Background: an optimization exercise with open tools, aiming at small area and a short achievable clock period. Do not read the settings as production practice.
Function was checked by simulation only, so behaviour that the tests miss may differ from the original.
Power figures rest on the tool's default switching activity, not on a simulated workload.

--- flow/config.mk ---
export PLATFORM = sky130hd
export DESIGN_NAME = chess_top
export DESIGN_NICKNAME = chess_top
export VERILOG_FILES = /design/flow/design.v
export SDC_FILE = /design/flow/constraint.sdc
export NUM_CORES = 4
export LEC_CHECK = 0
export CAP_MARGIN = 20
export CORE_MARGIN = 2
export CORE_UTILIZATION = 40
export SLEW_MARGIN = 20
--- flow/constraint.sdc ---
create_clock -name core_clock -period 10.0 [get_ports {clk}]
set_input_delay 2.0000 -clock core_clock [delete_from_list [all_inputs] [get_ports {clk}]]
set_output_delay 2.0000 -clock core_clock [all_outputs]
set_load 0.01 [all_outputs]
--- flow/design.v ---
package chess_pkg;
    typedef logic [2:0]   coord_t;    
    typedef logic [7:0]   square_t;   
    typedef logic [511:0] board_t;    
    typedef logic [11:0]  disp_t;     
    typedef logic [2:0]   sound_t;
    typedef logic [2:0]   click_t;
    typedef enum logic [1:0] {
        st_play      = 2'b01,
        st_black_win = 2'b10,
        st_white_win = 2'b11
    } game_state_e;
    localparam logic color_white = 1'b0;
    localparam logic color_black = 1'b1;
    localparam logic [2:0] piece_king   = 3'd1;
    localparam logic [2:0] piece_queen  = 3'd2;
    localparam logic [2:0] piece_bishop = 3'd3;
    localparam logic [2:0] piece_knight = 3'd4;
    localparam logic [2:0] piece_rook   = 3'd5;
    localparam logic [2:0] piece_pawn   = 3'd6;
    localparam sound_t snd_select   = 3'd1;
    localparam sound_t snd_deselect = 3'd2;
    localparam sound_t snd_move     = 3'd3;
    localparam sound_t snd_capture  = 3'd4;
    localparam sound_t snd_illegal  = 3'd5;
    localparam sound_t snd_gameover = 3'd7;
    localparam click_t click_none     = 3'd0;
    localparam click_t click_select   = 3'd1;
    localparam click_t click_deselect = 3'd2;
    localparam click_t click_try_move = 3'd3;
    localparam click_t click_illegal  = 3'd4;
endpackage
module chess_top (
    input  logic         clk,
    input  logic         rstn,
    input  logic [2:0]   cursor_x,
    input  logic [2:0]   cursor_y,
    input  logic         is_pressed,
    output logic [1:0]   state,
    output logic [767:0] board_data,
    output logic [2:0]   sound_code,
    output logic         play_sound
);
    logic         prev_pressed;
    logic         turn;           
    logic         has_sel;
    logic [2:0]   sx, sy;         
    logic [2:0]   skind;          
    logic [255:0] brd;            
    wire [2:0] cx = cursor_x;
    wire [2:0] cy = cursor_y;
    wire [5:0] cpos = {cy, cx};
    wire [5:0] spos = {sy, sx};
    logic [63:0] cur_oh, sel_oh, occ;
    for (genvar i = 0; i < 64; i++) begin : g_dec
        assign cur_oh[i] = (cpos == 6'(i));
        assign sel_oh[i] = has_sel && (spos == 6'(i));
        assign occ[i]    = |brd[i*4 +: 3];
    end
    wire [3:0] t      = brd[{cpos, 2'b00} +: 4];
    wire       t_occ  = |t[2:0];
    wire       t_king = (t[2:0] == 3'd1);
    wire       own    = t_occ && (t[3] == turn);
    wire       on_sel = has_sel && (cpos == spos);
    wire       click  = is_pressed && !prev_pressed && !state[1];
    wire [2:0] dx = (cx > sx) ? cx - sx : sx - cx;
    wire [2:0] dy = (cy > sy) ? cy - sy : sy - cy;
    wire same_rank = (cy == sy);
    wire same_file = (cx == sx);
    wire on_d1     = ({1'b0, cx} + {1'b0, sy}) == ({1'b0, sx} + {1'b0, cy});
    wire on_d2     = ({1'b0, cx} + {1'b0, cy}) == ({1'b0, sx} + {1'b0, sy});
    wire straight  = same_rank ^ same_file;
    wire diagonal  = (on_d1 || on_d2) && !same_rank;
    wire  [2:0] dsum  = sx + sy;
    wire  [2:0] ddiff = sy - sx;
    logic [7:0] o_line, o_file, bx, by;
    always_comb begin
        for (int k = 0; k < 8; k++) begin
            logic [2:0] ly;
            ly        = same_rank ? sy : on_d1 ? 3'(ddiff + 3'(k)) : 3'(dsum - 3'(k));
            o_line[k] = occ[{ly, 3'(k)}];
            o_file[k] = occ[{3'(k), sx}];
            bx[k]     = ((sx < 3'(k)) && (3'(k) < cx)) || ((cx < 3'(k)) && (3'(k) < sx));
            by[k]     = ((sy < 3'(k)) && (3'(k) < cy)) || ((cy < 3'(k)) && (3'(k) < sy));
        end
    end
    wire path_clear = same_file ? !(|(o_file & by)) : !(|(o_line & bx));
    wire fwd_one = turn ? ({1'b0, sy} == {1'b0, cy} + 4'd1) : ({1'b0, cy} == {1'b0, sy} + 4'd1);
    wire fwd_two = turn ? (sy == 3'd6 && cy == 3'd4) : (sy == 3'd1 && cy == 3'd3);
    wire pawn_ok   = ((dx == 3'd0) && fwd_one && !t_occ)
                  || ((dx == 3'd0) && fwd_two && path_clear && !t_occ)
                  || ((dx == 3'd1) && fwd_one && t_occ);
    wire knight_ok = ((dx == 3'd1) && (dy == 3'd2)) || ((dx == 3'd2) && (dy == 3'd1));
    wire king_ok   = (dx <= 3'd1) && (dy <= 3'd1);
    logic legal;
    always_comb begin
        case (skind)
            3'd6:    legal = pawn_ok;
            3'd4:    legal = knight_ok;
            3'd1:    legal = king_ok;
            3'd5:    legal = straight && path_clear;
            3'd3:    legal = diagonal && path_clear;
            3'd2:    legal = (straight || diagonal) && path_clear;
            default: legal = 1'b0;
        endcase
    end
    wire do_desel = click && on_sel;
    wire do_sel   = click && !on_sel && own;
    wire move     = click && !on_sel && !own && has_sel && legal;
    always_ff @(posedge clk or negedge rstn) begin
        if (!rstn) begin
            prev_pressed <= 1'b0;
            turn         <= 1'b0;
            has_sel      <= 1'b0;
            state        <= 2'b01;
            sound_code   <= 3'd0;
            play_sound   <= 1'b0;
        end else begin
            prev_pressed <= is_pressed;
            play_sound   <= click;
            if (click) begin
                if (on_sel) begin
                    has_sel    <= 1'b0;
                    sound_code <= 3'd2;
                end else if (own) begin
                    has_sel    <= 1'b1;
                    sound_code <= 3'd1;
                end else if (move) begin
                    has_sel    <= 1'b0;
                    turn       <= ~turn;
                    if (t_king) begin
                        sound_code <= 3'd7;
                        state      <= turn ? 2'b10 : 2'b11;
                    end else begin
                        sound_code <= t_occ ? 3'd4 : 3'd3;
                    end
                end else begin
                    sound_code <= 3'd5;
                end
            end
        end
    end
    always_ff @(posedge clk) begin
        if (do_sel) begin
            sx    <= cx;
            sy    <= cy;
            skind <= t[2:0];
        end
    end
    for (genvar i = 0; i < 64; i++) begin : g_sq
        localparam int X = i % 8;
        localparam int Y = i / 8;
        localparam logic [2:0] BACK = (X == 0 || X == 7) ? 3'd5 :
                                      (X == 1 || X == 6) ? 3'd4 :
                                      (X == 2 || X == 5) ? 3'd3 :
                                      (X == 3)           ? 3'd2 : 3'd1;
        localparam logic [3:0] INIT = (Y == 0) ? {1'b0, BACK} :
                                      (Y == 1) ? 4'b0110 :
                                      (Y == 6) ? 4'b1110 :
                                      (Y == 7) ? {1'b1, BACK} : 4'b0000;
        always_ff @(posedge clk or negedge rstn) begin
            if (!rstn) begin
                brd[i*4 +: 4] <= INIT;
            end else if (move && (cur_oh[i] || sel_oh[i])) begin
                brd[i*4 +: 4] <= cur_oh[i] ? {turn, skind} : 4'b0000;
            end
        end
        assign board_data[i*12 +: 12] = {2'b00, sel_oh[i], cur_oh[i] | sel_oh[i],
                                         3'b000, occ[i], brd[i*4 +: 4]};
    end
endmodule
--- flow/flow/run.sh ---
#!/bin/bash
# Standard ORFS layout with three changes: port buffers are the smallest
# buffer, constant output ports share tie cells with their neighbours on the
# die edge, and CTS uses no dummy loads.
set -euo pipefail
R=$PWD/orfs/results/sky130hd/chess_top/base
export BUFFER_PORTS_ARGS="-buffer_cell sky130_fd_sc_hd__buf_1"
export CTS_ARGS="-sink_clustering_enable -repair_clock_nets -dont_use_dummy_load -buf_list {sky130_fd_sc_hd__clkbuf_2 sky130_fd_sc_hd__clkbuf_4 sky130_fd_sc_hd__clkbuf_8}"
bash standard.sh synth > log_synth.txt 2>&1
bash standard.sh $R/3_2_place_iop.odb > log_floorplan_iop.txt 2>&1
REGROUP_ODB=$R/3_2_place_iop.odb openroad -no_init -exit flow/regroup.tcl > log_regroup.txt 2>&1
bash standard.sh > log_finish.txt 2>&1
--- flow/flow/regroup.tcl ---
# Share tie-low cells between constant output ports that sit next to each
# other on the die edge: each group of at most K neighbouring constant ports
# is driven by one tie cell. Any buffer between a tie and its port is dropped.
set odb $::env(REGROUP_ODB)
set K 8
set SPAN 12000
read_db $odb
set block [ord::get_db_block]
set die [$block getDieArea]
set W [$die xMax]; set H [$die yMax]
set entries {}
foreach inst [$block getInsts] {
  if {[[$inst getMaster] getName] ne "sky130_fd_sc_hd__conb_1"} continue
  set lo [$inst findITerm LO]
  set net [$lo getNet]
  if {$net eq "NULL"} continue
  set bufs {}
  set ports [$net getBTerms]
  foreach it [$net getITerms] {
    set i2 [$it getInst]
    if {$i2 eq $inst} continue
    set m [[$i2 getMaster] getName]
    if {![string match "sky130_fd_sc_hd__buf_*" $m]} { set ports {}; break }
    lappend bufs $i2
    set onet [[$i2 findITerm X] getNet]
    if {[llength [$onet getITerms]] != 1} { set ports {}; break }
    foreach b [$onet getBTerms] { lappend ports $b }
  }
  if {[llength $ports] != 1 || [llength $bufs] > 1} continue
  set p [lindex $ports 0]
  set bb [$p getBBox]
  set cx [expr {([$bb xMin] + [$bb xMax]) / 2}]
  set cy [expr {([$bb yMin] + [$bb yMax]) / 2}]
  if {$cy <= [$bb yMax] && [$bb yMin] <= 0} { set pos $cx } \
  elseif {[$bb xMax] >= $W} { set pos [expr {$W + $cy}] } \
  elseif {[$bb yMax] >= $H} { set pos [expr {$W + $H + $W - $cx}] } \
  else { set pos [expr {2 * $W + $H + $H - $cy}] }
  lappend entries [list $pos $inst $net $bufs $p]
}
set entries [lsort -integer -index 0 $entries]
set groups 0; set removed 0
set cur {}
proc flush {} {
  upvar cur cur groups groups removed removed
  if {[llength $cur] == 0} return
  incr groups
  set keep [lindex $cur 0]
  set knet [lindex $keep 2]
  foreach e $cur {
    lassign $e pos inst net bufs p
    set pnet [$p getNet]
    $p disconnect
    foreach b $bufs {
      set onet [[$b findITerm X] getNet]
      odb::dbInst_destroy $b
      if {$onet ne $knet && [llength [$onet getITerms]] == 0 && [llength [$onet getBTerms]] == 0} { odb::dbNet_destroy $onet }
    }
    if {$inst ne [lindex $keep 1]} {
      odb::dbInst_destroy $inst
      if {[llength [$net getITerms]] == 0 && [llength [$net getBTerms]] == 0} { odb::dbNet_destroy $net }
      incr removed
    }
    $p connect $knet
  }
  set cur {}
}
foreach e $entries {
  if {[llength $cur] >= $K || ([llength $cur] > 0 && [lindex $e 0] - [lindex [lindex $cur 0] 0] > $SPAN)} { flush }
  lappend cur $e
}
flush
puts "regroup: [llength $entries] constant ports, $groups tie cells kept, $removed removed"
write_db $odb
--- flow/standard.sh ---
#!/bin/bash
# synth_recipe.tcl (not shown) runs the flow's synth.tcl, then flattens the netlist and writes it again
# the make line also repeats each setting of config.mk as NAME=value (left out here)
make -C /OpenROAD-flow-scripts/flow DESIGN_CONFIG=/design/flow/config.mk WORK_HOME=/design/flow/orfs CLKGATE_MAP_FILE= SYNTH_SCRIPT=/design/flow/synth_recipe.tcl "${@:-finish}"
==> qor.txt, run 1 <==
RD Place Congestion: 1.00
Share of cells above drive strength 1: 12.3%
Total Nets Final: 2222
Worst hold path class: reg2reg
H-tree depth: 2
Crit path DAT: 8310 ps
Final min period: 7840 ps
Min-Delay Startpoint: state[0]
Predominant post-synthesis flop cell: dfrtp_1
Drt pass-1 iters: 6
First-pass GRT wire length: 132000 um
Core ar.: 47800 sq um
Final core utilization: 42.0%
Synth Warn #: 1
CTS clk-pin slew, worst paths: 50 ps
Hold_ws: 473 ps
Post-route setup slack: 2160 ps
VDD IR max: 0.0709 mV
Cell Count Post-Placement: 2731
Met2 Routed Length: 41000 um
Largest net degree at the start of global routing: 100
CTS max path bufs: 3
Fin cells: 2780
CP Capture Type: register
Count of final setup violators: 0
FF+latch count, synth: 274
Async SR Flop Fraction: 96.7%
Synth area leader: dfrtp_1
Num CTS Buffers: 46
Fmax achieved: 0.128 GHz
Max_slew headroom: 20.8%
Total die area: 50300 sq um
RSZ-0062 raised after global routing: no
Fin Setup TNS: 0 ps
Cts repair resizes: 0
Mapped Cells: 2004
Sequential fraction of the synthesis area: 36.0%
Starting Density: 40.5%
Routed wire length: 94400 um
Tot GR Track Use: 36.5%
Most common cell after layout, fill and taps aside: buf_1
Clk_skew: 58.4 ps
Status: complete, no violations
Final hold violation count: 0
Clk latency of the worst-skew pair: 610 ps
Wirelength per Cell: 34.0 um
Die X: 224 um
Kind of critical path: in2reg
Post-synth EDFFs: 9
Io pins: 783
Least-Margin Pin Slew: 1190 ps
CTS tree: built
DRC Markers: 0
Total number of vias: 18482
Dpl ws: 1590 ps
Vias/cell: 6.65
Fill cells: 4857
Syn-to-layout area delta: 3.59%
Leakage power: 7.91 nW
Die H: 224 um
Post-CTS Hold Buffers: 0
Initial DRC count: 2678
Met3 WL post-DR: 11700 um
Rows: 80
Post-Syn Area: 19400 sq um
Final period utilization: 78.4%
Avg Cell Area, Syn: 9.68 sq um
Count of pins over their slew limit: 0
Power per standard cell area: 109 nW/um^2
Grt ovf: 0
Port Buffers: 462
Max FO, Critical Path: 40
Vias in the first global route: 17701
Cell variety after synth: 81
Postcts setup bufs: 0
Max Used Layer: met5
Share of the synthesized area in the top cell type: 24.8%
Reg2reg start: sy[2]
Maxcap violations: 0
Root Driver: clkbuf_8
Wire length on met1: 35000 um
Synth area leaders: dfrtp_1, buf_4, dfstp_2
Final ANT Viol Nets: 0
Sink Count: 274
Initial antenna violation count: 7
Crit. Startpoint: cursor_x[0]
Post-DP HPWL: 70900 um
Crit path required time: 10470 ps
Worst setup SP type: primary input
Most frequent cells in the layout: buf_1, dfrtp_1, o2bb2ai_1
-- power by group --
part	internal (W)	switching (W)	leakage [nW]
clock	0.000405	0.000434	0.331
sequential	0.00112	0.00000143	3.50
combinational	0.0000472	0.000184	4.08
total	0.00157	0.000619	7.91
-- state kept, by name (all words and copies together), names as in the netlist --
name and flops:
prev_pressed 1, play_sound 1, state 2, sound_code 3, sy 3, turn 1
sx 3, brd 256, has_sel 1, skind 3
-- synthesized netlist by cell type (52+ instances only) --
cell type,count
inv_1,63
buf_4,329
dfstp_2,73
nand3_1,62
dfrtp_1,192
nor2_1,125
nand2_1,129
clkbuf_1,72
o21ai_0,127
mux4_2,70
a21oi_1,62
o21ai_1,85
o2bb2ai_1,157
or3_1,52
-- cell families after synthesis --
family	synth area share, %
compound gates	20.0
buf+inv	16.9
simple gates	11.1
flops	36.0
mux	11.3
fa+ha+maj	3.38
xor+xnor	1.26
other cells	0.0193
-- layer usage --
metal | global-route usage (%) | vias to the layer above
met5 | 0 | -
met4 | 20.6 | 8
met3 | 10.5 | 365
met2 | 54.9 | 1630
met1 | 47.3 | 9193
li1 | - | 7286
-- cell type report --
class                      instances  area, sq um  area share (%)
sequential                       274         6990            34.8
multi-input combinational       1272         9350            46.5
inverter                          67          251            1.25
antenna                            1         2.50          0.0125
clock buffer                      46          633            3.15
timing repair buffer             505         2100            10.4
tap                              615          769            3.83
-- stage by stage --
stage                     total power [W]  instance area (sq um)
final                             0.00219                  20100
after detailed placement          0.00136                  19400
after floorplan                   0.00138                  20600
after CTS                         0.00218                  20000
after global routing              0.00224                  20100
after global placement            0.00136                  19400
-- final timing paths --
path | endpoint | slack, ps | cells past startpoint
setup / recovery | brd[31] | 2160 | 12
hold / removal | state[0] | 470 | 2
setup reg to reg | brd[31] | 3440 | 14
hold reg to reg | state[0] | 470 | 2
max in group asynchronous | brd[158] | 6420 | 3
min in group asynchronous | brd[238] | 1380 | 1
-- worst max-delay path: stages --
cell and delay (ps):
clkbuf_4 630, mux4_4 790, a22oi_1 740, a21oi_1 150, or4_4 590, nor3_4 320
a41oi_1 210, nor4_2 490, a22o_2 540, nand3_2 900, buf_4 610, o21ai_1 190
==> inputs of run 2 (changes only) <==
--- a/flow/design.v
+++ b/flow/design.v
@@ -65,2 +65,25 @@
     wire       click  = is_pressed && !prev_pressed && !state[1];
+    function automatic logic [7:0] reach(input logic [7:0] o, input logic [2:0] p);
+        logic [7:0] up, dn;
+        up[0] = 1'b0;
+        for (int k = 1; k < 8; k++) up[k] = (p == 3'(k - 1)) || (up[k-1] && !o[k-1]);
+        dn[7] = 1'b0;
+        for (int k = 6; k >= 0; k--) dn[k] = (p == 3'(k + 1)) || (dn[k+1] && !o[k+1]);
+        reach = up | dn;
+    endfunction
+    logic [7:0] o_rank, o_file, o_d1, o_d2;
+    wire  [2:0] dsum  = sx + sy;
+    wire  [2:0] ddiff = sy - sx;
+    always_comb begin
+        for (int k = 0; k < 8; k++) begin
+            o_rank[k] = occ[{sy, 3'(k)}];
+            o_file[k] = occ[{3'(k), sx}];
+            o_d1[k]   = occ[{3'(ddiff + 3'(k)), 3'(k)}];
+            o_d2[k]   = occ[{3'(dsum - 3'(k)), 3'(k)}];
+        end
+    end
+    wire [7:0] r_rank = reach(o_rank, sx);
+    wire [7:0] r_file = reach(o_file, sy);
+    wire [7:0] r_d1   = reach(o_d1, sx);
+    wire [7:0] r_d2   = reach(o_d2, sx);
     wire [2:0] dx = (cx > sx) ? cx - sx : sx - cx;
@@ -73,16 +96,5 @@
     wire diagonal  = (on_d1 || on_d2) && !same_rank;
-    wire  [2:0] dsum  = sx + sy;
-    wire  [2:0] ddiff = sy - sx;
-    logic [7:0] o_line, o_file, bx, by;
-    always_comb begin
-        for (int k = 0; k < 8; k++) begin
-            logic [2:0] ly;
-            ly        = same_rank ? sy : on_d1 ? 3'(ddiff + 3'(k)) : 3'(dsum - 3'(k));
-            o_line[k] = occ[{ly, 3'(k)}];
-            o_file[k] = occ[{3'(k), sx}];
-            bx[k]     = ((sx < 3'(k)) && (3'(k) < cx)) || ((cx < 3'(k)) && (3'(k) < sx));
-            by[k]     = ((sy < 3'(k)) && (3'(k) < cy)) || ((cy < 3'(k)) && (3'(k) < sy));
-        end
-    end
-    wire path_clear = same_file ? !(|(o_file & by)) : !(|(o_line & bx));
+    wire path_clear = same_rank ? r_rank[cx] :
+                      same_file ? r_file[cy] :
+                      on_d1     ? r_d1[cx]   : r_d2[cx];
     wire fwd_one = turn ? ({1'b0, sy} == {1'b0, cy} + 4'd1) : ({1'b0, cy} == {1'b0, sy} + 4'd1);
==> qor.txt, run 2 <==
Vias/cell: 6.96 (was 6.65)
Final ANT Viol Nets: 0 (unchanged)
Worst Hold End: state[0] (unchanged)
Cells on Worst Hold Path: 2 (unchanged)
Cell Count Post-Placement: 2813 (was 2731)
Num CTS Buffers: 47 (was 46)
Post-synth EDFFs: 9 (unchanged)
Most frequent cells in the layout: buf_1, o2bb2ai_1, dfrtp_1 (was buf_1, dfrtp_1, o2bb2ai_1)
Syn-to-layout area delta: 4.93% (was 3.59%)
Avg Cell Area, Syn: 9.93 sq um (was 9.68 sq um)
Core ar.: 50000 sq um (was 47800 sq um)
Count of pins over their slew limit: 0 (unchanged)
H-tree depth: 2 (unchanged)
Reg2reg start: sy[0] (was sy[2])
FF-to-FF setup slack: 2390 ps (was 3440 ps)
Max_slew headroom: 17.3% (was 20.8%)
Initial DRC count: 2962 (was 2678)
FF+latch count, synth: 274 (unchanged)
CTS max path bufs: 3 (unchanged)
Final hold violation count: 0 (unchanged)
Fill cells: 5056 (was 4857)
Final period utilization: 76.8% (was 78.4%)
Post-CTS Hold Buffers: 0 (unchanged)
Rows: 82 (was 80)
Mux cell area share after synthesis: 10.0% (was 11.3%)
CTS clk-pin slew, worst paths: 60 ps (was 50 ps)
Grt ovf: 0 (unchanged)
Synth area leaders: dfrtp_1, buf_4, o2bb2ai_1 (was dfrtp_1, buf_4, dfstp_2)
Max reg flops: 256 (unchanged)
Io pins: 783 (unchanged)
Most common cell after layout, fill and taps aside: buf_1 (unchanged)
Final min period: 7680 ps (was 7840 ps)
Fmax achieved: 0.130 GHz (was 0.128 GHz)
Cell variety after synth: 77 (was 81)
Largest Register: brd (unchanged)
Main combinational cell family by area after synthesis: compound AO/OA/AOI/OAI gates (unchanged)
First-pass GRT wire length: 150000 um (was 132000 um)
Post-synthesis xor/xnor area fraction: 1.64% (was 1.26%)
Post-Syn Area: 20200 sq um (was 19400 sq um)
Post-DP Area: 20400 sq um (was 19400 sq um)
Drt pass-1 iters: 6 (unchanged)
Postcts setup bufs: 0 (unchanged)
R2R cell count: 18 (was 14)
Crit path required time: 10540 ps (was 10470 ps)
Share of the synthesized area in the top cell type: 23.8% (was 24.8%)
Reg-to-Reg End: brd[28] (was brd[31])
Power per standard cell area: 105 nW/um^2 (was 109 nW/um^2)
Mapped Cells: 2031 (was 2004)
Leakage power: 8.14 nW (was 7.91 nW)
Starting Density: 40.3% (was 40.5%)
Simple-Gate Fraction of Synth Area: 13.2% (was 11.1%)
Total Nets Final: 2247 (was 2222)
Synth Warn #: 1 (unchanged)
Predominant post-synthesis flop cell: dfrtp_1 (unchanged)
Post-Synth Adder-Cell Area: 3.13% (was 3.38%)
CP Capture Type: register (unchanged)
Vias in the first global route: 18945 (was 17701)
Port Buffers: 462 (unchanged)
Least-Margin Pin Slew: 1230 ps (was 1190 ps)
Initial antenna violation count: 6 (was 7)
Tot GR Track Use: 40.2% (was 36.5%)
DRC Markers: 0 (unchanged)
Kind of critical path: in2reg (unchanged)
Cts repair resizes: 0 (unchanged)
Count of final setup violators: 0 (unchanged)
CTS tree: built (unchanged)
Die H: 229 um (was 224 um)
Die X: 229 um (was 224 um)
Post-DP HPWL: 80600 um (was 70900 um)
Crit path DAT: 8210 ps (was 8310 ps)
Sequential fraction of the synthesis area: 34.7% (was 36.0%)
Wirelength per Cell: 37.7 um (was 34.0 um)
Synth area leader: dfrtp_1 (unchanged)
Max FO, Critical Path: 50 (was 40)
Most numerous cell in the Yosys netlist: buf_4 (unchanged)
VDD IR max: 0.0714 mV (was 0.0709 mV)
Share of cells above drive strength 1: 13.9% (was 12.3%)
RSZ-0062 raised after global routing: no (unchanged)
Total die area: 52200 sq um (was 50300 sq um)
Maxcap violations: 0 (unchanged)
Clk_skew: 70.9 ps (was 58.4 ps)
Async SR Flop Fraction: 96.7% (unchanged)
Routed wire length: 108000 um (was 94400 um)
Fin cells: 2872 (was 2780)
Final core utilization: 42.3% (was 42.0%)
Root Driver: clkbuf_8 (unchanged)
RD Place Congestion: 0.990 (was 1.00)
Fin Setup TNS: 0 ps (unchanged)
Clk latency of the worst-skew pair: 650 ps (was 610 ps)
Status: complete, no violations (unchanged)
Worst setup SP type: primary input (unchanged)
Sink Count: 274 (unchanged)
Post-synth top cells: buf_4, o2bb2ai_1, dfrtp_1 (was buf_4, dfrtp_1, o2bb2ai_1)
Min-Delay Startpoint: state[0] (unchanged)
Compound-cell area share of the yosys netlist: 21.2% (was 20.0%)
Largest net degree at the start of global routing: 78 (was 100)
Total number of vias: 19981 (was 18482)
Final instance area: 21200 sq um (was 20100 sq um)
Worst hold path class: reg2reg (unchanged)
==> run 2: cell count changes after synthesis, sizes merged, moves of 22 or more <==
| cell | previous run | this run |
|---|---|---|
| nand3 | 64 | 87 |
| nor4 | 5 | 27 |
| nor3 | 28 | 73 |
| nor2 | 125 | 96 |
| o2bb2ai | 157 | 259 |
| nand2 | 129 | 96 |
| o21ai | 213 | 25 |
==> run 2: logic make-up after synthesis <==
group	count (synthesis)
DFF	274
and+or+nand+nor	498
buffers and inverters	527
adders and majority gates	45
muxes	108
AOI/OAI and AO/OA	546
xor gates and xnor gates	32
other	1
==> run 2: through the flow <==
stage | hold slack [ps] | setup WS, ps | total power, W
after CTS | 476 | 2530 | 0.00221
final | 475 | 2320 | 0.00223
after global routing | 503 | 2150 | 0.00227
after global placement | 463 | 2180 | 0.00136
after detailed placement | 469 | 1910 | 0.00136
after floorplan | 474 | 3340 | 0.00138
==> run 2: worst max path at each step <==
| stage | start | to | slack, ps |
|---|---|---|---|
| after floorplan | cursor_x[1] | brd[55] | 3340 |
| final | cursor_x[0] | brd[28] | 2320 |
| after global placement | cursor_x[1] | brd[28] | 2180 |
| after CTS | cursor_x[0] | brd[28] | 2530 |
| after global routing | cursor_x[0] | brd[30] | 2150 |
| after detailed placement | cursor_x[0] | brd[28] | 1910 |
==> run 2: area by class of cell <==
cell class / count / area (sq um) / share of cell area (%)
multi-input combinational: 1279 / 10200 / 48.1
sequential: 274 / 6990 / 33.1
timing repair buffer: 520 / 2200 / 10.4
tap: 672 / 841 / 3.97
clock buffer: 47 / 647 / 3.06
inverter: 71 / 267 / 1.26
antenna: 9 / 22.5 / 0.106
==> run 2: per-layer routing <==
metal	global-route usage, %	share of wire [%]
met3	13.4	13
met5	0	0.021
met1	51.4	37
met2	58.2	42
met4	25.9	7.8
==> run 2: critical path: stages <==
cell       delay, ps
clkbuf_4         720
buf_4            570
mux4_2           570
a22oi_1          240
a21oi_1          190
or4_1            610
or3_1            500
o21ai_0          200
nand3_1          170
o31ai_4          570
buf_4            430
nand4_1          830
o2bb2ai_1        490
==> run 2: power by group <==
| group | internal (W) | total (W) | switching (W) |
|---|---|---|---|
| clock network | 0.000413 | 0.000874 | 0.000461 |
| logic | 0.0000432 | 0.000230 | 0.000187 |
| registers | 0.00112 | 0.00112 | 0.00000307 |
==> inputs of run 3 (changes only) <==
--- a/flow/design.v
+++ b/flow/design.v
@@ -59,3 +59,4 @@
     end
-    wire [3:0] t      = brd[{cpos, 2'b00} +: 4];
+    wire [31:0] t_rank = brd[{cy, 5'b00000} +: 32];
+    wire [3:0]  t      = t_rank[{cx, 2'b00} +: 4];
     wire       t_occ  = |t[2:0];
@@ -65,2 +66,14 @@
     wire       click  = is_pressed && !prev_pressed && !state[1];
+    wire [3:0] ddx = {1'b0, cx} - {1'b0, sx};
+    wire [3:0] ddy = {1'b0, cy} - {1'b0, sy};
+    wire zx  = (cx == sx);
+    wire zy  = (cy == sy);
+    wire ax1 = (ddx == 4'd1) || (ddx == 4'hf);
+    wire ay1 = (ddy == 4'd1) || (ddy == 4'hf);
+    wire ax2 = (ddx == 4'd2) || (ddx == 4'he);
+    wire ay2 = (ddy == 4'd2) || (ddy == 4'he);
+    wire on_d1 = (ddx == ddy);
+    wire on_d2 = (4'(ddx + ddy) == 4'd0);
+    wire straight = zx ^ zy;
+    wire diagonal = (on_d1 || on_d2) && !zy;
     function automatic logic [7:0] reach(input logic [7:0] o, input logic [2:0] p);
@@ -88,20 +101,12 @@
     wire [7:0] r_d2   = reach(o_d2, sx);
-    wire [2:0] dx = (cx > sx) ? cx - sx : sx - cx;
-    wire [2:0] dy = (cy > sy) ? cy - sy : sy - cy;
-    wire same_rank = (cy == sy);
-    wire same_file = (cx == sx);
-    wire on_d1     = ({1'b0, cx} + {1'b0, sy}) == ({1'b0, sx} + {1'b0, cy});
-    wire on_d2     = ({1'b0, cx} + {1'b0, cy}) == ({1'b0, sx} + {1'b0, sy});
-    wire straight  = same_rank ^ same_file;
-    wire diagonal  = (on_d1 || on_d2) && !same_rank;
-    wire path_clear = same_rank ? r_rank[cx] :
-                      same_file ? r_file[cy] :
-                      on_d1     ? r_d1[cx]   : r_d2[cx];
-    wire fwd_one = turn ? ({1'b0, sy} == {1'b0, cy} + 4'd1) : ({1'b0, cy} == {1'b0, sy} + 4'd1);
+    wire path_clear = zy    ? r_rank[cx] :
+                      zx    ? r_file[cy] :
+                      on_d1 ? r_d1[cx]   : r_d2[cx];
+    wire fwd_one = turn ? (ddy == 4'hf) : (ddy == 4'd1);
     wire fwd_two = turn ? (sy == 3'd6 && cy == 3'd4) : (sy == 3'd1 && cy == 3'd3);
-    wire pawn_ok   = ((dx == 3'd0) && fwd_one && !t_occ)
-                  || ((dx == 3'd0) && fwd_two && path_clear && !t_occ)
-                  || ((dx == 3'd1) && fwd_one && t_occ);
-    wire knight_ok = ((dx == 3'd1) && (dy == 3'd2)) || ((dx == 3'd2) && (dy == 3'd1));
-    wire king_ok   = (dx <= 3'd1) && (dy <= 3'd1);
+    wire pawn_ok   = (zx && fwd_one && !t_occ)
+                  || (zx && fwd_two && path_clear && !t_occ)
+                  || (ax1 && fwd_one && t_occ);
+    wire knight_ok = (ax1 && ay2) || (ax2 && ay1);
+    wire king_ok   = (zx || ax1) && (zy || ay1);
     logic legal;
--- a/flow/config.mk
+++ b/flow/config.mk
@@ -10,2 +10,4 @@
 export CORE_UTILIZATION = 40
+export SETUP_SLACK_MARGIN = 4
 export SLEW_MARGIN = 20
+export TNS_END_PERCENT = 10
==> qor.txt, run 3 <==
RSZ-0062 raised after global routing: yes (was no)
Post-synth EDFFs: 9 (unchanged)
Post-route setup slack: 3600 ps (was 2320 ps)
Mapped Cells: 2492 (was 2031)
Status: complete, no violations (unchanged)
Largest net degree at the start of global routing: 82 (was 78)
DRC Markers: 0 (unchanged)
Max reg flops: 256 (unchanged)
Most numerous cell in the Yosys netlist: buf_4 (unchanged)
Share of cells above drive strength 1: 15.9% (was 13.9%)
Total die area: 55800 sq um (was 52200 sq um)
Post-CTS Hold Buffers: 0 (unchanged)
Initial antenna violation count: 7 (was 6)
Synth area leaders: dfrtp_1, buf_4, dfstp_2 (was dfrtp_1, buf_4, o2bb2ai_1)
Clk_skew: 67.9 ps (was 70.9 ps)
Total number of vias: 24101 (was 19981)
CP Capture Type: output pin (was register)
CTS clk-pin slew, worst paths: 70 ps (was 60 ps)
Initial DRC count: 4469 (was 2962)
Cell Count Post-Placement: 3283 (was 2813)
Most common cell after layout, fill and taps aside: buf_1 (unchanged)
Port Buffers: 462 (unchanged)
Io pins: 783 (unchanged)
Avg Cell Area, Syn: 8.65 sq um (was 9.93 sq um)
Max_slew headroom: 10.1% (was 17.3%)
Vias/cell: 7.14 (was 6.96)
Final hold violation count: 0 (unchanged)
Routed wire length: 127000 um (was 108000 um)
Async SR Flop Fraction: 96.7% (unchanged)
Drt pass-1 iters: 8 (was 6)
Least-Margin Pin Slew: 1340 ps (was 1230 ps)
Worst hold path class: reg2reg (unchanged)
Most frequent cells in the layout: buf_1, nand3_1, dfrtp_1 (was buf_1, o2bb2ai_1, dfrtp_1)
CP max stage cell: nor2_1 (was nand4_1)
Count of pins over their slew limit: 0 (unchanged)
Wirelength per Cell: 37.6 um (was 37.7 um)
Total Nets Final: 2709 (was 2247)
CTS max path bufs: 3 (unchanged)
Share of the synthesized area in the top cell type: 22.3% (was 23.8%)
Sequential fraction of the synthesis area: 32.4% (was 34.7%)
Cell variety after synth: 96 (was 77)
Largest Register: brd (unchanged)
H-tree depth: 2 (unchanged)
Post-Syn Area: 21600 sq um (was 20200 sq um)
Die H: 236 um (was 229 um)
Crit path required time: 8000 ps (was 10540 ps)
Vias in the first global route: 22601 (was 18945)
Synth area leader: dfrtp_1 (unchanged)
Post-synth top cells: buf_4, nand3_1, dfrtp_1 (was buf_4, o2bb2ai_1, dfrtp_1)
Rows: 85 (was 82)
Clk latency of the worst-skew pair: 630 ps (was 650 ps)
Num CTS Buffers: 45 (was 47)
Worst setup SP type: register (was primary input)
Stages on the worst setup path: 8 (was 13)
Kind of critical path: reg2out (was in2reg)
CP top delay family: simple AND/OR/NAND/NOR gates (unchanged)
Leakage power: 9.55 nW (was 8.14 nW)
Core ar.: 53500 sq um (was 50000 sq um)
Fill cells: 5424 (was 5056)
R2R cell count: 17 (was 18)
Root Driver: clkbuf_8 (unchanged)
Slowest stage delay, CP: 700 ps (was 830 ps)
Synth Warn #: 1 (unchanged)
Count of final setup violators: 0 (unchanged)
Final core utilization: 44.1% (was 42.3%)
Predominant post-synthesis flop cell: dfrtp_1 (unchanged)
Post-DP HPWL: 88700 um (was 80600 um)
Die X: 236 um (was 229 um)
Grt ovf: 0 (unchanged)
Final ANT Viol Nets: 0 (unchanged)
Crit path DAT: 4400 ps (was 8210 ps)
Crit path buf inv count: 4 (was 3)
Syn-to-layout area delta: 9.53% (was 4.93%)
Final min period: 6400 ps (was 7680 ps)
Fmax achieved: 0.156 GHz (was 0.130 GHz)
Fin cells: 3376 (was 2872)
Maxcap violations: 0 (unchanged)
Max FO, Critical Path: 31 (was 50)
Tot GR Track Use: 43.2% (was 40.2%)
Sink Count: 274 (unchanged)
FF+latch count, synth: 274 (unchanged)
VDD IR max: 0.0845 mV (was 0.0714 mV)
Power per standard cell area: 137 nW/um^2 (was 105 nW/um^2)
CTS tree: built (unchanged)
Cells on Worst Hold Path: 2 (unchanged)
Final period utilization: 64.0% (was 76.8%)
RD Place Congestion: 1.00 (was 0.990)
Starting Density: 40.3% (about the same)
Dpl ws: 2230 ps (was 1910 ps)
Most frequent CP cell: buf_4 (unchanged)
Fin Setup TNS: 0 ps (unchanged)
Worst path cell trace: buf_4 -> inv_1 -> nor2_1 -> nand2_1 -> buf_4 -> nor3_1 -> a21o_1 -> buf_1 (was clkbuf_4 -> buf_4 -> mux4_2 -> a22oi_1 -> a21oi_1 -> or4_1 -> or3_1 -> o21ai_0 -> nand3_1 -> o31ai_4 -> buf_4 -> nand4_1 -> o2bb2ai_1)
First-pass GRT wire length: 172000 um (was 150000 um)
## run 3: final timing paths
| path | slack (ps) | end | startpoint |
|---|---|---|---|
| max | 3600 | board_data[428] | sy[2] |
| min | 500 | brd[223] | brd[223] |
| max reg2reg | 4250 | brd[120] | sx[1] |
| min reg2reg | 500 | brd[223] | brd[223] |
| max in group asynchronous | 6470 | brd[15] | rstn |
| min in group asynchronous | 1520 | brd[162] | rstn |
## run 3: kinds of logic after synthesis
logic type | Yosys count | synth area share, %
flip-flops | 274 | 32.4
multiplexers | 133 | 8.79
AO/OA/AOI/OAI | 705 | 22.5
adder cells (fa/ha/maj) | 19 | 1.28
other | 1 | 0.0174
AND/OR/NAND/NOR | 720 | 16.9
XOR/XNOR | 15 | 0.906
buffers and inverters | 625 | 17.2
## run 3: where the power goes
part	internal, W	switching, W
combinational	0.000356	0.000834
sequential	0.00114	0.0000438
clock	0.000396	0.000458
## run 3: repair_timing
action,in CTS,in global routing
buffers inserted,20,10
gates cloned,6,10
pin swaps,12,17
setup endpoints to repair,325,320
resized for setup,65,59
## run 3: per-stage QoR
stage / total power [W] / hold slack, ps / area (sq um)
detailed placement: 0.00217 / 482 / 21800
finish: 0.00323 / 496 / 23600
global route: 0.00327 / 507 / 23600
global placement: 0.00217 / 470 / 21800
floorplan: 0.00189 / 470 / 22800
CTS: 0.00309 / 491 / 23000
## run 3: layout make-up
class,count,area (sq um),share of cell area [%]
timing repair buffer,579,3070,13.0
tap,696,871,3.69
inverter,127,487,2.06
multi-input combinational,1654,11600,49.0
clock buffer,45,619,2.62
antenna,1,2.50,0.0106
sequential,274,6990,29.6
## run 3: tightest hold or removal path: stages (launching register included)
cell and delay, ps:
dfstp_2 380, inv_1 50, o22ai_1 60
## run 3: routing by layer
layer  routed length [um]  track usage, %  up-vias
met2                52000            62.0     2519
met5                   67               0        -
li1                     -               -     9231
met4                10100            27.4       10
met3                20000            16.8      634
met1                44800            54.2    11707
==> inputs of run 4 (changes only) <==
--- a/flow/design.v
+++ b/flow/design.v
@@ -78,28 +78,16 @@
     wire diagonal = (on_d1 || on_d2) && !zy;
-    function automatic logic [7:0] reach(input logic [7:0] o, input logic [2:0] p);
-        logic [7:0] up, dn;
-        up[0] = 1'b0;
-        for (int k = 1; k < 8; k++) up[k] = (p == 3'(k - 1)) || (up[k-1] && !o[k-1]);
-        dn[7] = 1'b0;
-        for (int k = 6; k >= 0; k--) dn[k] = (p == 3'(k + 1)) || (dn[k+1] && !o[k+1]);
-        reach = up | dn;
-    endfunction
-    logic [7:0] o_rank, o_file, o_d1, o_d2;
     wire  [2:0] dsum  = sx + sy;
     wire  [2:0] ddiff = sy - sx;
+    logic [7:0] o_line, o_file, bx, by;
     always_comb begin
         for (int k = 0; k < 8; k++) begin
-            o_rank[k] = occ[{sy, 3'(k)}];
+            logic [2:0] ly;
+            ly        = zy ? sy : on_d1 ? 3'(ddiff + 3'(k)) : 3'(dsum - 3'(k));
+            o_line[k] = occ[{ly, 3'(k)}];
             o_file[k] = occ[{3'(k), sx}];
-            o_d1[k]   = occ[{3'(ddiff + 3'(k)), 3'(k)}];
-            o_d2[k]   = occ[{3'(dsum - 3'(k)), 3'(k)}];
+            bx[k]     = ((sx < 3'(k)) && (3'(k) < cx)) || ((cx < 3'(k)) && (3'(k) < sx));
+            by[k]     = ((sy < 3'(k)) && (3'(k) < cy)) || ((cy < 3'(k)) && (3'(k) < sy));
         end
     end
-    wire [7:0] r_rank = reach(o_rank, sx);
-    wire [7:0] r_file = reach(o_file, sy);
-    wire [7:0] r_d1   = reach(o_d1, sx);
-    wire [7:0] r_d2   = reach(o_d2, sx);
-    wire path_clear = zy    ? r_rank[cx] :
-                      zx    ? r_file[cy] :
-                      on_d1 ? r_d1[cx]   : r_d2[cx];
+    wire path_clear = zx ? !(|(o_file & by)) : !(|(o_line & bx));
     wire fwd_one = turn ? (ddy == 4'hf) : (ddy == 4'd1);
==> qor.txt, run 4 <==
Status: complete, no violations (unchanged)
Rows: 78 (was 85)
CTS clk-pin slew, worst paths: 50 ps (was 70 ps)
Max reg flops: 256 (unchanged)
Overall power: 0.00278 W (was 0.00323 W)
RD Place Congestion: 1.03 (was 1.00)
Final ANT Viol Nets: 0 (unchanged)
Drt pass-1 iters: 5 (was 8)
Total number of vias: 17739 (was 24101)
Largest Register: brd (unchanged)
Vias in the first global route: 16903 (was 22601)
Most common cell after layout, fill and taps aside: buf_1 (unchanged)
Synth area leader: dfrtp_1 (unchanged)
CTS tree: built (unchanged)
DRC Markers: 0 (unchanged)
Post-DP HPWL: 67500 um (was 88700 um)
Max FO, Critical Path: 25 (was 31)
Max_slew headroom: 11.5% (was 10.1%)
Routed wire length: 92900 um (was 127000 um)
First-pass GRT wire length: 128000 um (was 172000 um)
Maxcap violations: 0 (unchanged)
Num CTS Buffers: 45 (unchanged)
Port Buffers: 462 (unchanged)
Async SR Flop Fraction: 96.7% (unchanged)
FF+latch count, synth: 274 (unchanged)
Predominant post-synthesis flop cell: dfrtp_1 (unchanged)
Final core utilization: 44.8% (was 44.1%)
Post-CTS Hold Buffers: 0 (unchanged)
Initial DRC count: 2297 (was 4469)
Root Driver: clkbuf_8 (unchanged)
Fin Setup TNS: 0 ps (unchanged)
Least-Margin Pin Slew: 1320 ps (was 1340 ps)
Most numerous cell in the Yosys netlist: buf_4 (unchanged)
Sink Count: 274 (unchanged)
Share of the synthesized area in the top cell type: 25.9% (was 22.3%)
Sw Ratio: 36.1% (was 41.4%)
Post-DP Area: 18800 sq um (was 21800 sq um)
Final min period: 6130 ps (was 6400 ps)
VDD IR max: 0.0761 mV (was 0.0845 mV)
Post-Syn Area: 18500 sq um (was 21600 sq um)
CTS max path bufs: 3 (unchanged)
Vias/cell: 6.68 (was 7.14)
Post-route setup slack: 3870 ps (was 3600 ps)
Fill cells: 4491 (was 5424)
Post-synthesis xor/xnor area fraction: 1.08% (was 0.906%)
Wirelength per Cell: 35.0 um (was 37.6 um)
Clock share of power: 29.7% (was 26.4%)
Total die area: 48100 sq um (was 55800 sq um)
Worst hold path class: reg2reg (unchanged)
Die X: 219 um (was 236 um)
Leakage power: 8.10 nW (was 9.55 nW)
Kind of critical path: in2out (was reg2out)
Most frequent cells in the layout: buf_1, dfrtp_1, o2bb2ai_1 (was buf_1, nand3_1, dfrtp_1)
Starting Density: 40.7% (was 40.3%)
Worst setup SP type: primary input (was register)
H-tree depth: 2 (unchanged)
Crit path required time: 8000 ps (about the same)
Total Nets Final: 2087 (was 2709)
Sequential fraction of the synthesis area: 37.7% (was 32.4%)
Die H: 219 um (was 236 um)
Dpl ws: 1990 ps (was 2230 ps)
Grt ovf: 0 (unchanged)
Fmax achieved: 0.163 GHz (was 0.156 GHz)
Share of cells above drive strength 1: 20.3% (was 15.9%)
Crit path DAT: 4130 ps (was 4400 ps)
Sequential power share: 42.5% (was 36.7%)
Simple-Gate Fraction of Synth Area: 11.2% (was 16.9%)
Main combinational cell family by area after synthesis: compound AO/OA/AOI/OAI gates (unchanged)
Syn-to-layout area delta: 10.1% (was 9.53%)
RSZ-0062 raised after global routing: yes (unchanged)
Combinational Power Share: 27.8% (was 36.8%)
Compound-cell area share of the yosys netlist: 20.3% (was 22.5%)
Initial antenna violation count: 3 (was 7)
Switching pwr: 0.00100 W (was 0.00134 W)
Largest net degree at the start of global routing: 145 (was 82)
Power per standard cell area: 136 nW/um^2 (was 137 nW/um^2)
Synth Warn #: 1 (unchanged)
Core ar.: 45600 sq um (was 53500 sq um)
Post-Synth Adder-Cell Area: 1.55% (was 1.28%)
Synth area leaders: dfrtp_1, buf_4, dfstp_2 (unchanged)
Final hold violation count: 0 (unchanged)
Tot GR Track Use: 37.4% (was 43.2%)
Io pins: 783 (unchanged)
Mux cell area share after synthesis: 11.3% (was 8.79%)
Post-synth EDFFs: 9 (unchanged)
Final instance area: 20400 sq um (was 23600 sq um)
Clk_skew: 58.2 ps (was 67.9 ps)
Count of pins over their slew limit: 0 (unchanged)
Mapped Cells: 1866 (was 2492)
P_int: 0.00178 W (was 0.00190 W)
Post-synth top cells: buf_4, o2bb2ai_1, dfrtp_1 (was buf_4, nand3_1, dfrtp_1)
Avg Cell Area, Syn: 9.93 sq um (was 8.65 sq um)
Final period utilization: 61.3% (was 64.0%)
FF-to-FF setup slack: 4410 ps (was 4250 ps)
Clk latency of the worst-skew pair: 600 ps (was 630 ps)
CP Capture Type: output pin (unchanged)
Count of final setup violators: 0 (unchanged)
Cell variety after synth: 77 (was 96)
-- run 4: final timing paths --
check	start	end	cells after the start
worst max-delay path	cursor_x[1]	board_data[752]	6
worst min-delay path	state[1]	state[1]	1
worst max register to register	sy[2]	brd[97]	16
worst min register to register	state[1]	state[1]	1
max in group asynchronous	rstn	brd[200]	2
min in group asynchronous	rstn	brd[63]	1
-- run 4: worst max-delay path: stages --
cell and delay [ps]:
buf_2 250, buf_4 360, nor2b_4 420, nand3_1 300, o22ai_1 410, buf_1 360
-- run 4: repair_timing --
item	CTS	global route
gates cloned	5	4
setup endpoints to repair	321	300
pin swaps	6	5
setup buffers	16	14
gates resized for setup	66	72
endpoints found under the hold margin	0	0
-- run 4: power groups by stage --
| stage | Sequential (W) | Clock (W) | Combinational, W |
|---|---|---|---|
| floorplan | 0.00119 | 0 | 0.000527 |
| global placement | 0.00120 | 0 | 0.000657 |
| detailed placement | 0.00120 | 0 | 0.000662 |
| CTS | 0.00118 | 0.000821 | 0.000717 |
| global route | 0.00118 | 0.000868 | 0.000809 |
| finish | 0.00118 | 0.000825 | 0.000771 |
-- run 4: metrics by stage --
stage,instances,hold slack [ps]
after floorplan,2185,491
after global placement,2568,479
after detailed placement,2570,485
after CTS,2636,498
after global routing,2656,503
final,2657,498
-- run 4: metal layers --
metal  global-route usage [%]  wire (um)  part of all wire (%)  vias up
li1                         -          -                     -     6909
met1                     48.5      34200                    37     8973
met2                     56.2      40700                    44     1571
met4                     18.7       5670                   6.1        2
met5                        0          7                0.0075        -
met3                     12.0      12300                    13      284
-- run 4: area by class of cell --
class                           count  area (sq um)  share of cell area [%]
Tap cell                          600           751                    3.68
Sequential cell                   274          6990                    34.3
Inverter                           39           168                   0.822
Multi-Input combinational cell   1167          9330                    45.7
Timing Repair Buffer              531          2530                    12.4
Antenna cell                        1          2.50                  0.0123
Clock buffer                       45           619                    3.04
-- run 4: cell families after synthesis --
logic type               count (synthesis)
other                                    1
multiplexers                           113
AND/OR/NAND/NOR                        424
flip-flops                             274
adder cells (fa/ha/maj)                 20
XOR/XNOR                                19
buffers and inverters                  480
AO/OA/AOI/OAI                          535
==> inputs of run 5 (changes only) <==
--- a/flow/config.mk
+++ b/flow/config.mk
@@ -10,3 +10,3 @@
 export CORE_UTILIZATION = 40
-export SETUP_SLACK_MARGIN = 4
+export SETUP_SLACK_MARGIN = 4.6
 export SLEW_MARGIN = 20
==> qor.txt, run 5 <==
Status: complete, no violations (unchanged)
Initial DRC count: 2309 (was 2297)
Reg2reg start: sy[0] (was sy[2])
Final period utilization: 59.7% (was 61.3%)
Power per standard cell area: 134 nW/um^2 (was 136 nW/um^2)
Async SR Flop Fraction: 96.7% (unchanged)
Root Driver: clkbuf_8 (unchanged)
Io pins: 783 (unchanged)
Final min period: 5970 ps (was 6130 ps)
Final hold violation count: 0 (unchanged)
Most common cell after layout, fill and taps aside: buf_1 (unchanged)
Vias in the first global route: 17023 (was 16903)
Total Nets Final: 2130 (was 2087)
CP max stage cell: nor2_2 (was nor2b_4)
Predominant post-synthesis flop cell: dfrtp_1 (unchanged)
Max_slew headroom: 22.8% (was 11.5%)
CTS tree: built (unchanged)
Post-synth EDFFs: 9 (unchanged)
Share of cells above drive strength 1: 24.5% (was 20.3%)
Share of the synthesized area in the top cell type: 25.9% (unchanged)
Count of pins over their slew limit: 0 (unchanged)
Drt pass-1 iters: 6 (was 5)
Sequential fraction of the synthesis area: 37.7% (unchanged)
Routed wire length: 96300 um (was 92900 um)
Grt ovf: 0 (unchanged)
Initial antenna violation count: 1 (was 3)
Crit. Startpoint: cursor_y[2] (was cursor_x[1])
Worst Hold End: sound_code[2] (was state[1])
Cell variety after synth: 77 (unchanged)
CP Capture Type: output pin (unchanged)
Most frequent cells in the layout: buf_1, dfrtp_1, o2bb2ai_1 (unchanged)
H-tree depth: 2 (unchanged)
Post-CTS Hold Buffers: 0 (unchanged)
Min-Delay Startpoint: sound_code[2] (was state[1])
Total number of vias: 18097 (was 17739)
Reg-to-Reg End: brd[198] (was brd[97])
Post-Syn Area: 18500 sq um (unchanged)
Crit path required time: 8000 ps (about the same)
Synth area leader: dfrtp_1 (unchanged)
Wirelength per Cell: 35.6 um (was 35.0 um)
Tot GR Track Use: 38.4% (was 37.4%)
Crit path DAT: 3970 ps (was 4130 ps)
Count of final setup violators: 0 (unchanged)
Most numerous cell in the Yosys netlist: buf_4 (unchanged)
Overall power: 0.00286 W (was 0.00278 W)
Final instance area: 21300 sq um (was 20400 sq um)
Worst setup SP type: primary input (unchanged)
Kind of critical path: in2out (unchanged)
Maxcap violations: 0 (unchanged)
R2R cell count: 17 (was 16)
Max FO, Critical Path: 29 (was 25)
Synth Warn #: 1 (unchanged)
DRC Markers: 0 (unchanged)
Num CTS Buffers: 46 (was 45)
Slowest stage delay, CP: 450 ps (was 420 ps)
RSZ-0062 raised after global routing: yes (unchanged)
CTS max path bufs: 3 (unchanged)
Syn-to-layout area delta: 15.0% (was 10.1%)
Die X: 219 um (unchanged)
FF+latch count, synth: 274 (unchanged)
CTS clk-pin slew, worst paths: 40 ps (was 50 ps)
Post-DP Area: 18800 sq um (about the same)
Leakage power: 8.41 nW (was 8.10 nW)
Worst path cell trace: buf_1 -> buf_8 -> clkinv_1 -> buf_4 -> nor2_2 -> buf_4 -> a21oi_1 -> inv_1 -> buf_1 (was buf_2 -> buf_4 -> nor2b_4 -> nand3_1 -> o22ai_1 -> buf_1)
Starting Density: 40.7% (unchanged)
Clk latency of the worst-skew pair: 610 ps (was 600 ps)
Fin Setup TNS: 0 ps (unchanged)
Cell Count Post-Placement: 2574 (was 2570)
Largest net degree at the start of global routing: 152 (was 145)
Port Buffers: 462 (unchanged)
Fin cells: 2703 (was 2657)
VDD IR max: 0.0718 mV (was 0.0761 mV)
Post-DP HPWL: 68100 um (was 67500 um)
Sink Count: 274 (unchanged)
Vias/cell: 6.70 (was 6.68)
Fmax achieved: 0.168 GHz (was 0.163 GHz)
First-pass GRT wire length: 130000 um (was 128000 um)
Post-synth top cells: buf_4, o2bb2ai_1, dfrtp_1 (unchanged)
Clk_skew: 73.2 ps (was 58.2 ps)
Worst hold path class: reg2reg (unchanged)
Max reg flops: 256 (unchanged)
Final ANT Viol Nets: 0 (unchanged)
Die H: 219 um (unchanged)
Core ar.: 45600 sq um (unchanged)
Least-Margin Pin Slew: 1160 ps (was 1320 ps)
Largest Register: brd (unchanged)
FF-to-FF setup slack: 4760 ps (was 4410 ps)
RD Place Congestion: 0.988 (was 1.03)
Synth area leaders: dfrtp_1, buf_4, dfstp_2 (unchanged)
Cells on Worst Hold Path: 1 (unchanged)
Mapped Cells: 1866 (unchanged)
Avg Cell Area, Syn: 9.93 sq um (unchanged)
Rows: 78 (unchanged)
Total die area: 48100 sq um (unchanged)
[run 5: area by class of cell]
type | count | area (sq um)
diodes | 4 | 10.0
clock buffers | 46 | 633
fillers | 4389 | 24300
inverters | 39 | 171
multi-input cells | 1169 | 9740
flip-flops and latches | 274 | 6990
well taps | 600 | 751
repair buffers | 571 | 3020
[run 5: logic make-up (layout without fill, tap and decap cells)]
group	Yosys count	in the layout	synth area share (%)
AO/OA/AOI/OAI	535	538	20.3
buffers and inverters	480	656	16.8
AND/OR/NAND/NOR	424	428	11.2
flip-flops	274	274	37.7
multiplexers	113	113	11.3
adder cells (fa/ha/maj)	20	20	1.55
XOR/XNOR	19	19	1.08
other	1	55	0.0202
[run 5: per-stage QoR]
step / hold slack [ps] / setup slack (ps) / utilization (%)
2_1_floorplan: 491 / 3490 / -
3_3_place_gp: 466 / 2120 / 41.2
3_5_place_dp: 468 / 2000 / 41.2
4_1_cts: 478 / 4050 / 45.3
5_1_grt: 509 / 4030 / 46.8
6_report: 476 / 4030 / 46.8
[run 5: layer usage]
layer	routed length, um	vias to the layer above	GRT usage (%)
li1	-	7006	-
met1	35200	9127	49.9
met2	41200	1598	56.7
met3	12500	366	11.2
met4	7310	0	23.1
met5	0	-	0
[run 5: power by group]
group	switching (W)	internal (W)	leakage, nW	total (W)
combinational	0.000559	0.000271	4.58	0.000830
sequential	0.0000387	0.00114	3.50	0.00118
clock	0.000444	0.000405	0.331	0.000849
total	0.00104	0.00182	8.41	0.00286
[run 5: worst max path at each step]
stage	endpoint	slack [ps]	depth (start not counted)
detailed placement	brd[133]	2000	17
finish	board_data[680]	4030	9
global placement	brd[14]	2120	14
floorplan	brd[135]	3490	22
CTS	brd[44]	4050	21
global route	brd[198]	4030	20
[run 5: what timing repair did]
action | 4_1_cts | 5_1_grt
setup buffers | 35 | 26
endpoints found under the setup margin | 336 | 327
resized for setup | 141 | 96
gates cloned | 9 | 8
pin swaps | 26 | 20
[run 5: worst max-delay path, delay by kind of cell]
family,cells,cell delay [ps]
compound gates,1,180
simple gates,1,450
buf+inv,7,1290
==> inputs of run 6 (changes only) <==
--- a/flow/design.v
+++ b/flow/design.v
@@ -59,4 +59,26 @@
     end
-    wire [31:0] t_rank = brd[{cy, 5'b00000} +: 32];
-    wire [3:0]  t      = t_rank[{cx, 2'b00} +: 4];
+    logic [31:0] t_rank;
+    logic [3:0] t;
+    always_comb begin
+        case (cy)
+            3'd0: t_rank = brd[0 +: 32];
+            3'd1: t_rank = brd[32 +: 32];
+            3'd2: t_rank = brd[64 +: 32];
+            3'd3: t_rank = brd[96 +: 32];
+            3'd4: t_rank = brd[128 +: 32];
+            3'd5: t_rank = brd[160 +: 32];
+            3'd6: t_rank = brd[192 +: 32];
+            default: t_rank = brd[224 +: 32];
+        endcase
+        case (cx)
+            3'd0: t = t_rank[0 +: 4];
+            3'd1: t = t_rank[4 +: 4];
+            3'd2: t = t_rank[8 +: 4];
+            3'd3: t = t_rank[12 +: 4];
+            3'd4: t = t_rank[16 +: 4];
+            3'd5: t = t_rank[20 +: 4];
+            3'd6: t = t_rank[24 +: 4];
+            default: t = t_rank[28 +: 4];
+        endcase
+    end
     wire       t_occ  = |t[2:0];
--- a/flow/config.mk
+++ b/flow/config.mk
@@ -10,4 +10,3 @@
 export CORE_UTILIZATION = 40
-export SETUP_SLACK_MARGIN = 4.6
+export SETUP_SLACK_MARGIN = 3
 export SLEW_MARGIN = 20
-export TNS_END_PERCENT = 10
==> qor.txt, run 6 <==
Fmax achieved: 0.140 GHz (was 0.168 GHz)
Max reg flops: 256 (unchanged)
RSZ-0062 raised after global routing: no (was yes)
Fin cells: 2745 (was 2703)
VDD IR max: 0.0726 mV (was 0.0718 mV)
H-tree depth: 2 (unchanged)
Fill cells: 4641 (was 4389)
Total Nets Final: 2166 (was 2130)
Total die area: 48500 sq um (was 48100 sq um)
Drt pass-1 iters: 8 (was 6)
Most frequent CP cell: buf_4
Final period utilization: 71.6% (was 59.7%)
Synth Warn #: 1 (unchanged)
Clk latency of the worst-skew pair: 620 ps (was 610 ps)
Grt ovf: 0 (unchanged)
Sink Count: 274 (unchanged)
Hold_ws: 480 ps (was 476 ps)
Final instance area: 19600 sq um (was 21300 sq um)
Clock share of power: 31.4% (was 29.7%)
CTS clk-pin slew, worst paths: 40 ps (about the same)
Count of final setup violators: 0 (unchanged)
Cell variety after synth: 89 (was 77)
Initial DRC count: 2940 (was 2309)
FF-to-FF setup slack: 3880 ps (was 4760 ps)
Crit path buf inv count: 4 (was 7)
Post-DP Area: 18800 sq um (about the same)
Async SR Flop Fraction: 96.7% (unchanged)
Syn-to-layout area delta: 4.85% (was 15.0%)
CP max stage cell: nor2b_1 (was nor2_2)
Port Buffers: 462 (unchanged)
Switching pwr: 0.00101 W (was 0.00104 W)
Io pins: 783 (unchanged)
Post-synth EDFFs: 9 (unchanged)
Leakage power: 7.68 nW (was 8.41 nW)
Num CTS Buffers: 47 (was 46)
Post-Syn Area: 18700 sq um (was 18500 sq um)
Die H: 220 um (was 219 um)
Routed wire length: 99800 um (was 96300 um)
Vias/cell: 6.84 (was 6.70)
Cell Count Post-Placement: 2689 (was 2574)
Status: complete, no violations (unchanged)
First-pass GRT wire length: 137000 um (was 130000 um)
Final ANT Viol Nets: 0 (unchanged)
Vias in the first global route: 17482 (was 17023)
RD Place Congestion: 1.02 (was 0.988)
Worst setup SP type: primary input (unchanged)
Predominant post-synthesis flop cell: dfrtp_1 (unchanged)
Initial antenna violation count: 5 (was 1)
Tot GR Track Use: 39.9% (was 38.4%)
Avg Cell Area, Syn: 9.55 sq um (was 9.93 sq um)
P_int: 0.00174 W (was 0.00182 W)
Fin Setup TNS: 0 ps (unchanged)
Core ar.: 46400 sq um (was 45600 sq um)
FF+latch count, synth: 274 (unchanged)
Most frequent cells in the layout: buf_1, o2bb2ai_1, dfrtp_1 (was buf_1, dfrtp_1, o2bb2ai_1)
Post-DP HPWL: 73900 um (was 68100 um)
CP Capture Type: output pin (unchanged)
Count of pins over their slew limit: 0 (unchanged)
Power per standard cell area: 140 nW/um^2 (was 134 nW/um^2)
CTS max path bufs: 3 (unchanged)
Post-synth top cells: buf_4, o2bb2ai_1, dfrtp_1 (unchanged)
Most common cell after layout, fill and taps aside: buf_1 (unchanged)
Synth area leader: dfrtp_1 (unchanged)
Rows: 79 (was 78)
DRC Markers: 0 (unchanged)
Sequential power share: 42.7% (was 41.3%)
Crit path DAT: 5160 ps (was 3970 ps)
Crit path required time: 8000 ps (about the same)
Synth area leaders: dfrtp_1, buf_4, o2bb2ai_1 (was dfrtp_1, buf_4, dfstp_2)
Maxcap violations: 0 (unchanged)
Root Driver: clkbuf_8 (unchanged)
Worst path cell trace: clkbuf_2 -> buf_4 -> nor2b_1 -> buf_4 -> nand2_1 -> o22ai_1 -> buf_1 (was buf_1 -> buf_8 -> clkinv_1 -> buf_4 -> nor2_2 -> buf_4 -> a21oi_1 -> inv_1 -> buf_1)
Slowest stage delay, CP: 730 ps (was 450 ps)
Die X: 220 um (was 219 um)
Clk_skew: 43.4 ps (was 73.2 ps)
Least-Margin Pin Slew: 1200 ps (was 1160 ps)
Total number of vias: 18779 (was 18097)
Mapped Cells: 1960 (was 1866)
Most numerous cell in the Yosys netlist: buf_4 (unchanged)
Largest Register: brd (unchanged)
Share of the synthesized area in the top cell type: 25.7% (was 25.9%)
Worst hold path class: reg2reg (unchanged)
Kind of critical path: in2out (unchanged)
Final hold violation count: 0 (unchanged)
Sequential fraction of the synthesis area: 37.4% (was 37.7%)
Max_slew headroom: 19.8% (was 22.8%)
CP top delay family: simple AND/OR/NAND/NOR gates (was buffers and inverters)
Starting Density: 40.4% (was 40.7%)
Wirelength per Cell: 36.4 um (was 35.6 um)
Post-CTS Hold Buffers: 0 (unchanged)
Combinational Power Share: 25.9% (was 29.0%)
Max FO, Critical Path: 45 (was 29)
CTS tree: built (unchanged)
Final min period: 7160 ps (was 5970 ps)
Largest net degree at the start of global routing: 163 (was 152)
Sw Ratio: 36.8% (was 36.4%)
Share of cells above drive strength 1: 12.9% (was 24.5%)
run 6: cell types whose count changed in the layout (fill, tap and decap cells not counted), sizes merged, moves of 8 or more:
cell | previous run | this run
nand2 | 121 | 195
mux2 | 15 | 46
o21ai | 139 | 55
o2bb2ai | 197 | 246
buf | 564 | 509
a221oi | 2 | 18
o22ai | 57 | 70
mux2i | 24 | 49
nor2 | 109 | 121
nand3 | 51 | 25
a21oi | 47 | 37
a22oi | 18 | 26
mux4 | 74 | 19
a221o | 0 | 9
run 6: metrics by stage:
stage               utilization, %  total power (W)  setup slack, ps
global placement              40.6          0.00186             1820
CTS                           42.2          0.00271             3000
finish                        42.3          0.00275             2840
global route                  42.3          0.00283             3010
detailed placement            40.6          0.00186             1740
floorplan                        -          0.00169             3220
run 6: worst paths after layout:
check                                  end   startpoint  cells past startpoint
setup / recovery           board_data[164]  cursor_y[0]                      7
min in group asynchronous          brd[15]         rstn                      1
hold / removal                    state[0]     state[0]                      2
setup reg to reg                  brd[198]        sy[2]                     18
hold reg to reg                   state[0]     state[0]                      2
max in group asynchronous          brd[85]         rstn                      3
run 6: layer usage:
metal	track usage, %	share of wire (%)	up-vias
met5	1.41	0.14	-
met4	22.7	6.9	8
met3	13.4	13	425
met2	58.4	43	1731
met1	51.5	37	9393
li1	-	-	7222
run 6: power by group through the flow:
| stage | Sequential, W | Combinational, W | Clock [W] |
|---|---|---|---|
| 3_5_place_dp | 0.00119 | 0.000669 | 0 |
| 4_1_cts | 0.00118 | 0.000678 | 0.000860 |
| 5_1_grt | 0.00118 | 0.000743 | 0.000906 |
| 3_3_place_gp | 0.00119 | 0.000663 | 0 |
| 6_report | 0.00118 | 0.000713 | 0.000865 |
| 2_1_floorplan | 0.00118 | 0.000511 | 0 |
run 6: layout make-up:
cell class	instances	area [sq um]	share of cell area [%]
multi-input cells	1271	8950	45.6
flip-flops and latches	274	6990	35.6
repair buffers	512	2140	10.9
well taps	607	759	3.87
clock buffers	47	647	3.30
inverters	31	121	0.618
diodes	3	7.51	0.0382
run 6: tightest hold or removal path, cell delays in order, from the launching register on:
cell and delay (ps):
dfstp_2 370, inv_1 50, mux2i_1 60
run 6: logic make-up (layout without fill, tap and decap cells):
| logic type | count (synthesis) | count (layout) | synth area share, % |
|---|---|---|---|
| XOR/XNOR | 20 | 20 | 0.976 |
| AND/OR/NAND/NOR | 507 | 507 | 13.0 |
| multiplexers | 114 | 114 | 7.69 |
| AO/OA/AOI/OAI | 553 | 554 | 23.0 |
| buffers and inverters | 471 | 590 | 16.4 |
| flip-flops | 274 | 274 | 37.4 |
| other | 1 | 59 | 0.0200 |
| adder cells (fa/ha/maj) | 20 | 20 | 1.54 |
run 6: what timing repair did:
action,CTS,global route
setup endpoints to repair,244,249
cloned,1,0
setup buffers,5,0
hold endpoints to repair,0,0
gates resized for setup,11,10

-- re-timing with driven ports --
The results above use ideal ports. As a check the final layouts listed here were re-extracted and re-timed, cells and wires unchanged. Step 1, drivers: a clkbuf_16 drives clk and a buf_2 each remaining input, both assumed. Step 2, shift: input delay + t, output delay - t, t = (earliest + latest rising clock arrival at the registers) / 2. This alone moves slack from input paths to output paths. Three values: no drivers, after step 1, after step 2; two values: the first two.
| run | t, ns | setup slack, ns | worst setup path at the end | slew at the worst register clock pin (ns) | worst data-port slew with drivers (ns) |
|---|---|---|---|---|---|
| run 1 | 0.627 | 2.158 / 2.184 / 1.557 | input to register | 0.07 / 0.07 | 0.07 |
| run 2 | 0.680 | 2.324 / 2.355 / 1.675 | input to register | 0.07 / 0.07 | 0.05 |
| run 3 | 0.649 | 3.604 / 3.548 / 3.275 | input to register | 0.07 / 0.07 | 0.13 |
| run 4 | 0.616 | 3.870 / 3.842 / 3.351 | input to register | 0.06 / 0.06 | 0.06 |
| run 5 | 0.623 | 4.031 / 3.890 / 3.304 | input to register | 0.07 / 0.07 | 0.23 |
| run 6 | 0.653 | 2.836 / 2.809 / 2.388 | input to register | 0.07 / 0.07 | 0.04 |
After both steps every run listed still meets setup and hold. For run 5, which loses most, drivers alone change the setup slack by -0.141 ns; drivers and shift together by -0.727 ns.
